Background: an optimization exercise with open tools, aiming at small area, a short achievable clock period and few clock cycles. Do not read the settings as production practice.
Only simulation tests tie the RTL to the original design; equivalence was not proved.

== trial 84 ==
==> flow/design.v (excerpt) <==
module userchoice_dual_scramble_hash_core (
  input  wire                              clk_i,
  input  wire                              rst_ni,
  input  wire                              in_valid_i,
  output logic                             in_stall_o,
  input  wire  [ucdsh_pkg::WordW-1:0]      in_data_i,
  input  wire                              in_last_i,
  output logic                             out_valid_o,
  input  wire                              out_stall_i,
  output logic [ucdsh_pkg::WordW-1:0]      out_hash_first_o,
  output logic [ucdsh_pkg::WordW-1:0]      out_hash_second_o,
  output logic                             out_hash_valid_o,
  input  wire                              cfg_we_i,
  input  wire  [ucdsh_pkg::CfgIdxW-1:0]    cfg_idx_i,
  input  wire  [ucdsh_pkg::WordW-1:0]      cfg_wdata_i
);
For scale: about 5600 cells after synthesis, roughly 370 flip-flops, roughly 140 I/O pins, ~45000 µm² of cells after synthesis.
export LEC_CHECK = 0
export ABC_AREA = 1
export CAP_MARGIN = 20
export CORE_MARGIN = 2
export CORE_UTILIZATION = 60
export PLACE_DENSITY = 0.72
export SETUP_SLACK_MARGIN = 5
export SLEW_MARGIN = 20
create_clock -name core_clock -period 14.0 [get_ports {clk_i}]
standard.sh (not shown) runs the stock make flow with config.mk's settings and CLKGATE_MAP_FILE= SYNTH_SCRIPT=/design/flow/synth_recipe.tcl, a recipe that flattens the netlist after the stock synthesis.
==> flow/flow/run.sh <==
#!/bin/bash
set -euo pipefail
bash standard.sh SETUP_SLACK_MARGIN=8 finish > flow.log 2>&1
Testbench counts of trial 84, summed over its fixed seeds: cycles 14,117.
Input changes introduced in trial 91 (baseline for comparison: trial 84):
Settings: PLACE_DENSITY removed (was 0.72); CORE_UTILIZATION changed from 60 to 40.
Results
Worst setup slack, trial 84 and trial 91, higher one = trial 91. Compared with trial 84, in trial 91 count of nets after finishing fell about 3%; number of standard cells in the layout, taps in and fillers out rose 322. Cmp trial 84 and trial 91 / routability-driven placement congestion ratio / lower: trial 91. Diff trial 84 -> trial 91 | routed via count divided by cell count | decrease of 1.0. Summary of trial 91 over trial 84: largest stage delay on the critical path lost 0.06 ns; number of flip-flops and latches was more or less identical; clock-buffer cell count up 4; pin count of the biggest net entering global routing has decreased. Summary — effective utilization at floorplan, trial 91 relative to trial 84: lower, by 21 points.

========
== lane 1 ==
userchoice_dual_scramble_hash_core, a different RTL version from the one above (not shown whole).
Size in the first run: roughly 0.043 mm^2 of cells after synthesis.
==> flow/design.v (excerpt) <==
module userchoice_dual_scramble_hash_core (
  input  wire                              clk_i,
  input  wire                              rst_ni,
  input  wire                              in_valid_i,
  output logic                             in_stall_o,
  input  wire  [ucdsh_pkg::WordW-1:0]      in_data_i,
  input  wire                              in_last_i,
  output logic                             out_valid_o,
  input  wire                              out_stall_i,
  output logic [ucdsh_pkg::WordW-1:0]      out_hash_first_o,
  output logic [ucdsh_pkg::WordW-1:0]      out_hash_second_o,
  output logic                             out_hash_valid_o,
  input  wire                              cfg_we_i,
  input  wire  [ucdsh_pkg::CfgIdxW-1:0]    cfg_idx_i,
  input  wire  [ucdsh_pkg::WordW-1:0]      cfg_wdata_i
);
==> flow/config.mk <==
export PLATFORM = sky130hd
export DESIGN_NAME = userchoice_dual_scramble_hash_core
export DESIGN_NICKNAME = userchoice_dual_scramble_hash_core
export VERILOG_FILES = /design/flow/design.v
export SDC_FILE = /design/flow/constraint.sdc
export NUM_CORES = 4
export LEC_CHECK = 0
export ABC_AREA = 1
export CAP_MARGIN = 20
export CORE_MARGIN = 2
export CORE_UTILIZATION = 40
export GPL_ROUTABILITY_DRIVEN = 0
export SETUP_SLACK_MARGIN = 5
export SLEW_MARGIN = 20
==> flow/constraint.sdc <==
create_clock -name core_clock -period 14.0 [get_ports {clk_i}]
set_input_delay 2.8000 -clock core_clock [delete_from_list [all_inputs] [get_ports {clk_i}]]
set_output_delay 2.8000 -clock core_clock [all_outputs]
set_load 0.01 [all_outputs]
==> flow/flow/run.sh <==
#!/bin/bash
set -euo pipefail
bash standard.sh SETUP_SLACK_MARGIN=7 finish > flow.log 2>&1
Testbench counts of lane 1, summed over its fixed seeds: cycles 14,117.
Setup changes, lane 1 to lane 2
# lane 1
export LEC_CHECK = 0
export ABC_AREA = 1
export CAP_MARGIN = 20
export CORE_MARGIN = 2
export CORE_UTILIZATION = 40
export GPL_ROUTABILITY_DRIVEN = 0
export SETUP_SLACK_MARGIN = 5
export SLEW_MARGIN = 20
create_clock -name core_clock -period 14.0 [get_ports {clk_i}]
# lane 2
export LEC_CHECK = 0
export ABC_AREA = 1
export CAP_MARGIN = 20
export CORE_MARGIN = 2
export CORE_UTILIZATION = 50
export SETUP_SLACK_MARGIN = 5
export SLEW_MARGIN = 20
export TNS_END_PERCENT = 0
create_clock -name core_clock -period 14.0 [get_ports {clk_i}]
## What came out
Lane 2: all stages complete, timing, DRC and antenna checks passed
Lane 2 against lane 1: critical path depth now sits higher; initial core utilization +10 points.
Going from lane 1 to lane 2, worst slew margin relative to its limit decreased by 4.1 points relative to the old numbers; final area shrank by 0.0019 mm^2.
> inputs changed (lane 2 -> lane 3)
# lane 2
export LEC_CHECK = 0
export ABC_AREA = 1
export CAP_MARGIN = 20
export CORE_MARGIN = 2
export CORE_UTILIZATION = 50
export SETUP_SLACK_MARGIN = 5
export SLEW_MARGIN = 20
export TNS_END_PERCENT = 0
create_clock -name core_clock -period 14.0 [get_ports {clk_i}]
# lane 3
export LEC_CHECK = 0
export ABC_AREA = 1
export CAP_MARGIN = 20
export CORE_MARGIN = 2
export CORE_UTILIZATION = 40
export SETUP_SLACK_MARGIN = 5
export SLEW_MARGIN = 20
create_clock -name core_clock -period 14.0 [get_ports {clk_i}]
==> flow/flow/run.sh <==
#!/bin/bash
set -euo pipefail
bash standard.sh SETUP_SLACK_MARGIN=7.5 finish > flow.log 2>&1
==> comparison <==
Against lane 2, lane 3 comes in 7.9 points lower on met2 track demand over resource in global routing.
Sort lane 2 and lane 3 by HPWL reported at the end of detailed placement, ascending, and lane 2 comes first.
Lane 3 vs. lane 2: global-route usage lost 5.1 points; placeable core region picked up an extra about 25%.
Arrival time of the worst setup path (lower): lane 3
Compared with lane 2, in lane 3 met3 wire length has increased.
Lane 2 has lower non-clock buffer count than lane 3.
The run showing the greater critical path depth is lane 3.

========
userchoice_dual_scramble_hash_core, a different RTL version from the one above (not shown whole).
For scale: ~5,400 cells after synthesis, roughly 51,000 um2 of cells after synthesis.
## userchoice_dual_scramble_hash_core
module userchoice_dual_scramble_hash_core (
  input  wire                              clk_i,
  input  wire                              rst_ni,
  input  wire                              in_valid_i,
  output logic                             in_stall_o,
  input  wire  [ucdsh_pkg::WordW-1:0]      in_data_i,
  input  wire                              in_last_i,
  output logic                             out_valid_o,
  input  wire                              out_stall_i,
  output logic [ucdsh_pkg::WordW-1:0]      out_hash_first_o,
  output logic [ucdsh_pkg::WordW-1:0]      out_hash_second_o,
  output logic                             out_hash_valid_o,
  input  wire                              cfg_we_i,
  input  wire  [ucdsh_pkg::CfgIdxW-1:0]    cfg_idx_i,
  input  wire  [ucdsh_pkg::WordW-1:0]      cfg_wdata_i
);
clock: 14.0 ns
lec_check: 0
abc_clock_period_in_ps: 4000
cap_margin: 20
core_margin: 2
core_utilization: 40
setup_slack_margin: 5
slew_margin: 20
run.sh (not shown) runs the stock make flow with config.mk's settings and CLKGATE_MAP_FILE= SYNTH_SCRIPT=/design/flow/synth_recipe.tcl, a recipe that flattens the netlist after the stock synthesis.
Stock flow here: none of the scripts above is used.
Testbench counts at the start, summed over its fixed seeds: cycles 14,117.
Change:
==> flow/flow/run.sh (new file) <==
#!/bin/bash
set -euo pipefail
bash standard.sh SETUP_SLACK_MARGIN=8 finish > flow.log 2>&1
==> flow/standard.sh (new file) <==
#!/bin/bash
# synth_recipe.tcl (not shown) runs the flow's synth.tcl, then flattens the netlist and writes it again
# the make line also repeats each setting of config.mk as NAME=value (left out here)
make -C /OpenROAD-flow-scripts/flow DESIGN_CONFIG=/design/flow/config.mk WORK_HOME=/design/flow/orfs CLKGATE_MAP_FILE= SYNTH_SCRIPT=/design/flow/synth_recipe.tcl "${@:-finish}"
removed: flow/run.sh
Outcome: The new run completed without violations. Via count rises by 5.8%. Area after synthesis does not change. Hold slack stays flat. Count of clock-buffer cells in the layout falls by 14. Final area rises by 10%. Flip-flop and latch count stays the same. Setup slack improved by 1300 ps. Non-clock buffer count rises by 291.

========
== run 1 ==
Another version of the RTL of userchoice_dual_scramble_hash_core (not shown whole).
Size in the first run: about 6200 cells after synthesis, ~410 flip-flops, roughly 140 I/O pins.
clock: 14.0 ns
lec_check: 0
abc_clock_period_in_ps: 4000
cap_margin: 20
core_margin: 2
core_utilization: 40
setup_slack_margin: 5
slew_margin: 20
Stock flow here: none of the scripts above is used.
Testbench counts of run 1, summed over its fixed seeds: cycles 14,117.
--- input diff run 1..run 2 ---
- ABC_CLOCK_PERIOD_IN_PS: 4000 -> unset
- SETUP_SLACK_MARGIN: 5 -> unset
### Flow results
Sequential fraction of total cell area, run 1 and run 2: lower on run 1. Re wire length: run 2 is about 4.3% down on run 1. The higher net total in the final layout came out of run 1. Final-layout clock-cell area share, run 1 and run 2: smaller value in run 1. met2 global-route usage of run 1 is on par with run 2. Going from run 1 to run 2, final cell count dropped about 2.3%; placed cell area barely changed; highest cell delay on the worst timing path climbed 140 ps.

========
== the reference run ==
userchoice_dual_scramble_hash_core, a different RTL version from the one above (not shown whole).
Size: roughly 140 I/O pins, about 48000 um^2 of cells after synthesis.
export LEC_CHECK = 0
export ABC_CLOCK_PERIOD_IN_PS = 4000
export CAP_MARGIN = 20
export CORE_MARGIN = 2
export CORE_UTILIZATION = 40
export SETUP_SLACK_MARGIN = 5
export SLEW_MARGIN = 20
create_clock -name core_clock -period 14.0 [get_ports {clk_i}]
standard.sh (not shown) runs the stock make flow with config.mk's settings and CLKGATE_MAP_FILE= SYNTH_SCRIPT=/design/flow/synth_recipe.tcl, a recipe that flattens the netlist after the stock synthesis.
==> flow/flow/run.sh <==
#!/bin/bash
set -euo pipefail
bash standard.sh SETUP_SLACK_MARGIN=10 finish > flow.log 2>&1
Testbench counts of the reference run, summed over its fixed seeds: cycles 14,042.
Setup changes, the reference run to the trial run
==> flow/flow/run.sh <==
#!/bin/bash
set -euo pipefail
bash standard.sh SETUP_SLACK_MARGIN=8 finish > flow.log 2>&1
Notes after the runs:
Result: PASS for each of the trial run and the reference run. Via count delta (the trial run − the reference run): favourable. Comparing the trial run and the reference run, the lower area growth from synthesis to layout was measured on the trial run. | worst setup margin | higher: the reference run |. Minimum clock period, the trial run and the reference run: smaller value in the reference run. Worst hold slack was higher in the reference run than in the trial run. Looking at area used by multi-input combinational logic, the trial run sits about 7.5% below the reference run. Taking the reference run as the reference, in the trial run count of cell instances traversed by the critical path climbed 2.

========
userchoice_dual_scramble_hash_core with an RTL version that a note above also has.
Size: roughly 290 flip-flops, about 140 I/O pins, about 43,000 um^2 of cells after synthesis.
export LEC_CHECK = 0
export ABC_AREA = 1
export CAP_MARGIN = 20
export CORE_MARGIN = 2
export CORE_UTILIZATION = 50
export SETUP_SLACK_MARGIN = 5
export SLEW_MARGIN = 20
export TNS_END_PERCENT = 5
create_clock -name core_clock -period 14.0 [get_ports {clk_i}]
==> flow/flow/run.sh <==
#!/bin/bash
set -euo pipefail
bash standard.sh SETUP_SLACK_MARGIN=7 finish > flow.log 2>&1
The baseline produced a clean layout.
Testbench counts at the start, summed over its fixed seeds: cycles 14,117.
==> next run, changes <==
==> flow/flow/run.sh (replaced) <==
#!/bin/bash
set -euo pipefail
bash standard.sh SETUP_SLACK_MARGIN=8 finish > flow.log 2>&1
What happened:
- non-clock buffer count is higher by 380
- critical path depth rose by 2
- maximum frequency climbs by roughly a tenth
- cell area grows by about a fifth
- global-route usage went up by 2.7 points
- core utilization went up by 8.1 points
- synthesized area does not change
- worst setup slack improves by 0.65 ns
==> next run, changes <==
==> flow/flow/run.sh (replaced) <==
#!/bin/bash
set -euo pipefail
bash standard.sh SETUP_SLACK_MARGIN=7 finish > flow.log 2>&1
Settings changed: TNS_END_PERCENT 5 to 30.
After rerunning: Via count shrinks by 5.9%. Global-route usage shrinks by 2.5 points. Maximum frequency shrinks by about 9%.
==> next run, changes <==
Settings changed: CORE_UTILIZATION 50 to 40, TNS_END_PERCENT 30 to default.
The new run finished clean.
Design area increases by a few percent.
Cell count came out higher by a few percent.
Die area is higher by a quarter to a third.
Global-route usage drops by 7.3 points.
Routed wire length is higher by a few percent.
Critical path depth went up by 9.
Synthesized area is unchanged.

========
userchoice_dual_scramble_hash_core, a different RTL version from the one above (not shown whole).
Size in the first run: roughly 140 I/O pins, ~43000 sq um of cells after synthesis.
==> flow/config.mk <==
export PLATFORM = sky130hd
export DESIGN_NAME = userchoice_dual_scramble_hash_core
export DESIGN_NICKNAME = userchoice_dual_scramble_hash_core
export VERILOG_FILES = /design/flow/design.v
export SDC_FILE = /design/flow/constraint.sdc
export NUM_CORES = 4
export LEC_CHECK = 0
export ABC_AREA = 1
export CAP_MARGIN = 20
export CORE_MARGIN = 2
export CORE_UTILIZATION = 40
export SETUP_SLACK_MARGIN = 5
export SLEW_MARGIN = 20
==> flow/constraint.sdc <==
create_clock -name core_clock -period 14.0 [get_ports {clk_i}]
set_input_delay 2.8000 -clock core_clock [delete_from_list [all_inputs] [get_ports {clk_i}]]
set_output_delay 2.8000 -clock core_clock [all_outputs]
set_load 0.01 [all_outputs]
==> flow/flow/run.sh <==
#!/bin/bash
set -euo pipefail
bash standard.sh SETUP_SLACK_MARGIN=9 finish > flow.log 2>&1
The starting point ran to the end with no violations.
Testbench counts at the start, summed over its fixed seeds: cycles 14,117.
==> next run, changes <==
==> flow/flow/run.sh (replaced) <==
#!/bin/bash
set -euo pipefail
bash standard.sh SETUP_SLACK_MARGIN=7 finish > flow.log 2>&1
Effect:
- cell count falls by 2.7%
- register-to-register slack degrades by 0.10 ns
- wire length falls by 3.5%
- via count falls by 3.0%
- synthesized area is unchanged
- global-route usage falls by 1.0 points
- worst hold slack degrades by 0.023 ns
- die area stays the same
==> next run, changes <==
==> flow/flow/run.sh (replaced) <==
#!/bin/bash
set -euo pipefail
bash standard.sh SETUP_SLACK_MARGIN=6 finish > flow.log 2>&1
Effect: Global-route usage went down by 1.2 points; design area is lower by 8.9%; area after synthesis is unchanged; cell count is lower by 3.1%; worst hold slack gets worse by 0.0031 ns; routed wire length goes down by 5.2%; utilization came out lower by 4.4 points; critical path depth went up by 12.
==> next run, changes <==
==> flow/flow/run.sh (replaced) <==
#!/bin/bash
set -euo pipefail
bash standard.sh SETUP_SLACK_MARGIN=8 finish > flow.log 2>&1
The changed run produced a clean layout.
Worst setup slack improved by 0.83 ns.
Area after synthesis is unchanged.
Global-route usage came out higher by 1.6 points.
Non-clock buffer count climbs by 198.
Synthesized cell count stays the same.
Sequential share of layout area goes down by 1.4 points.
Maximum frequency rises by 12%.
Final area rose by 10%.
Critical path depth shrinks by 6.
Clock skew climbs by 0.016 ns.
Routed wire length grows by 4.2%.

========
== JK ==
userchoice_dual_scramble_hash_core again, from the RTL that the note above started with.
==> flow/config.mk <==
export PLATFORM = sky130hd
export DESIGN_NAME = userchoice_dual_scramble_hash_core
export DESIGN_NICKNAME = userchoice_dual_scramble_hash_core
export VERILOG_FILES = /design/flow/design.v
export SDC_FILE = /design/flow/constraint.sdc
export NUM_CORES = 4
export LEC_CHECK = 0
export ABC_AREA = 1
export CAP_MARGIN = 20
export CORE_MARGIN = 2
export CORE_UTILIZATION = 40
export SETUP_SLACK_MARGIN = 5
export SLEW_MARGIN = 20
==> flow/constraint.sdc <==
create_clock -name core_clock -period 14.0 [get_ports {clk_i}]
set_input_delay 2.8000 -clock core_clock [delete_from_list [all_inputs] [get_ports {clk_i}]]
set_output_delay 2.8000 -clock core_clock [all_outputs]
set_load 0.01 [all_outputs]
==> flow/flow/run.sh <==
#!/bin/bash
set -euo pipefail
bash standard.sh SYNTH_ARGS=-noabc SETUP_SLACK_MARGIN=8 finish > flow.log 2>&1
Testbench counts of JK, summed over its fixed seeds: cycles 14,117.
### JK -> MS
- an added PLACE_DENSITY of 0.7
==> flow/flow/run.sh <==
#!/bin/bash
set -euo pipefail
bash standard.sh SETUP_SLACK_MARGIN=8 finish > flow.log 2>&1
- [diff] register-to-register slack, MS relative to JK: improvement
- Where final worst slack is concerned, JK is outperformed by MS.
- The higher sum of routed wire length over all layers of JK and MS is in JK.
- MS: final critical path time including I/O delays and setup is 0.26 ns lower than what JK reported.
- Summary of MS over JK: maximum clock rate grew by 5.2 MHz; area of the mapped netlist grew by 3.2%; global-route usage shrank by 2.7 points.

==> static timing again, ports no longer ideal <==
How much do the figures lean on ideal ports? The routed layouts below were timed once more, with nothing changed but the port constraints.
Step 1: set_driving_cell puts a clkbuf_16 on clk_i and a buf_2 on each other input, an assumption about the parent block.
Step 2 moves the port delays by t, midway between the first and last clock arrival at a register: inputs arrive t later, outputs are due t later. That takes back most of the time a late clock gives input paths.
a / b / c = no drivers / after step 1 / after step 2; a / b = the first two.
run | t (ns) | slack for setup (ns) | worst setup path after step 2
trial 84 | 0.711 | 6.821 / 6.746 / 7.295 | input to register
trial 91 | 0.673 | 7.402 / 7.337 / 7.475 | register to register
lane 1 | 0.657 | 6.935 / 6.863 / 7.102 | register to register
lane 2 | 0.643 | 6.811 / 6.743 / 6.827 | register to register
lane 3 | 0.667 | 7.403 / 7.333 / 7.427 | register to register
the first run of note 3 | 0.748 | 5.469 / 5.469 / 5.469 | register to register
the second run of note 3 | 0.746 | 6.753 / 6.753 / 6.753 | register to register
run 1 | 0.718 | 4.951 / 4.951 / 4.951 | register to register
run 2 | 0.722 | 2.607 / 2.607 / 2.607 | register to register
the reference run | 0.743 | 6.099 / 6.022 / 6.765 | register to output
the trial run | 0.735 | 6.043 / 5.970 / 6.705 | register to output
the first run of note 6 | 0.645 | 6.801 / 6.732 / 6.896 | register to register
the second run of note 6 | 0.655 | 7.447 / 7.377 / 7.520 | register to register
the third run of note 6 | 0.645 | 6.816 / 6.747 / 6.941 | register to register
the fourth run of note 6 | 0.665 | 7.033 / 7.022 / 7.033 | register to register
the first run of note 7 | 0.686 | 7.075 / 7.075 / 7.075 | register to register
the second run of note 7 | 0.658 | 6.951 / 6.880 / 6.967 | register to register
the third run of note 7 | 0.653 | 6.087 / 6.087 / 6.087 | register to register
the fourth run of note 7 | 0.679 | 6.921 / 6.921 / 6.921 | register to register
JK | 0.670 | 6.856 / 6.856 / 6.856 | register to register
MS | 0.691 | 7.114 / 7.083 / 7.114 | register to register
After both steps every run listed still meets setup and hold.
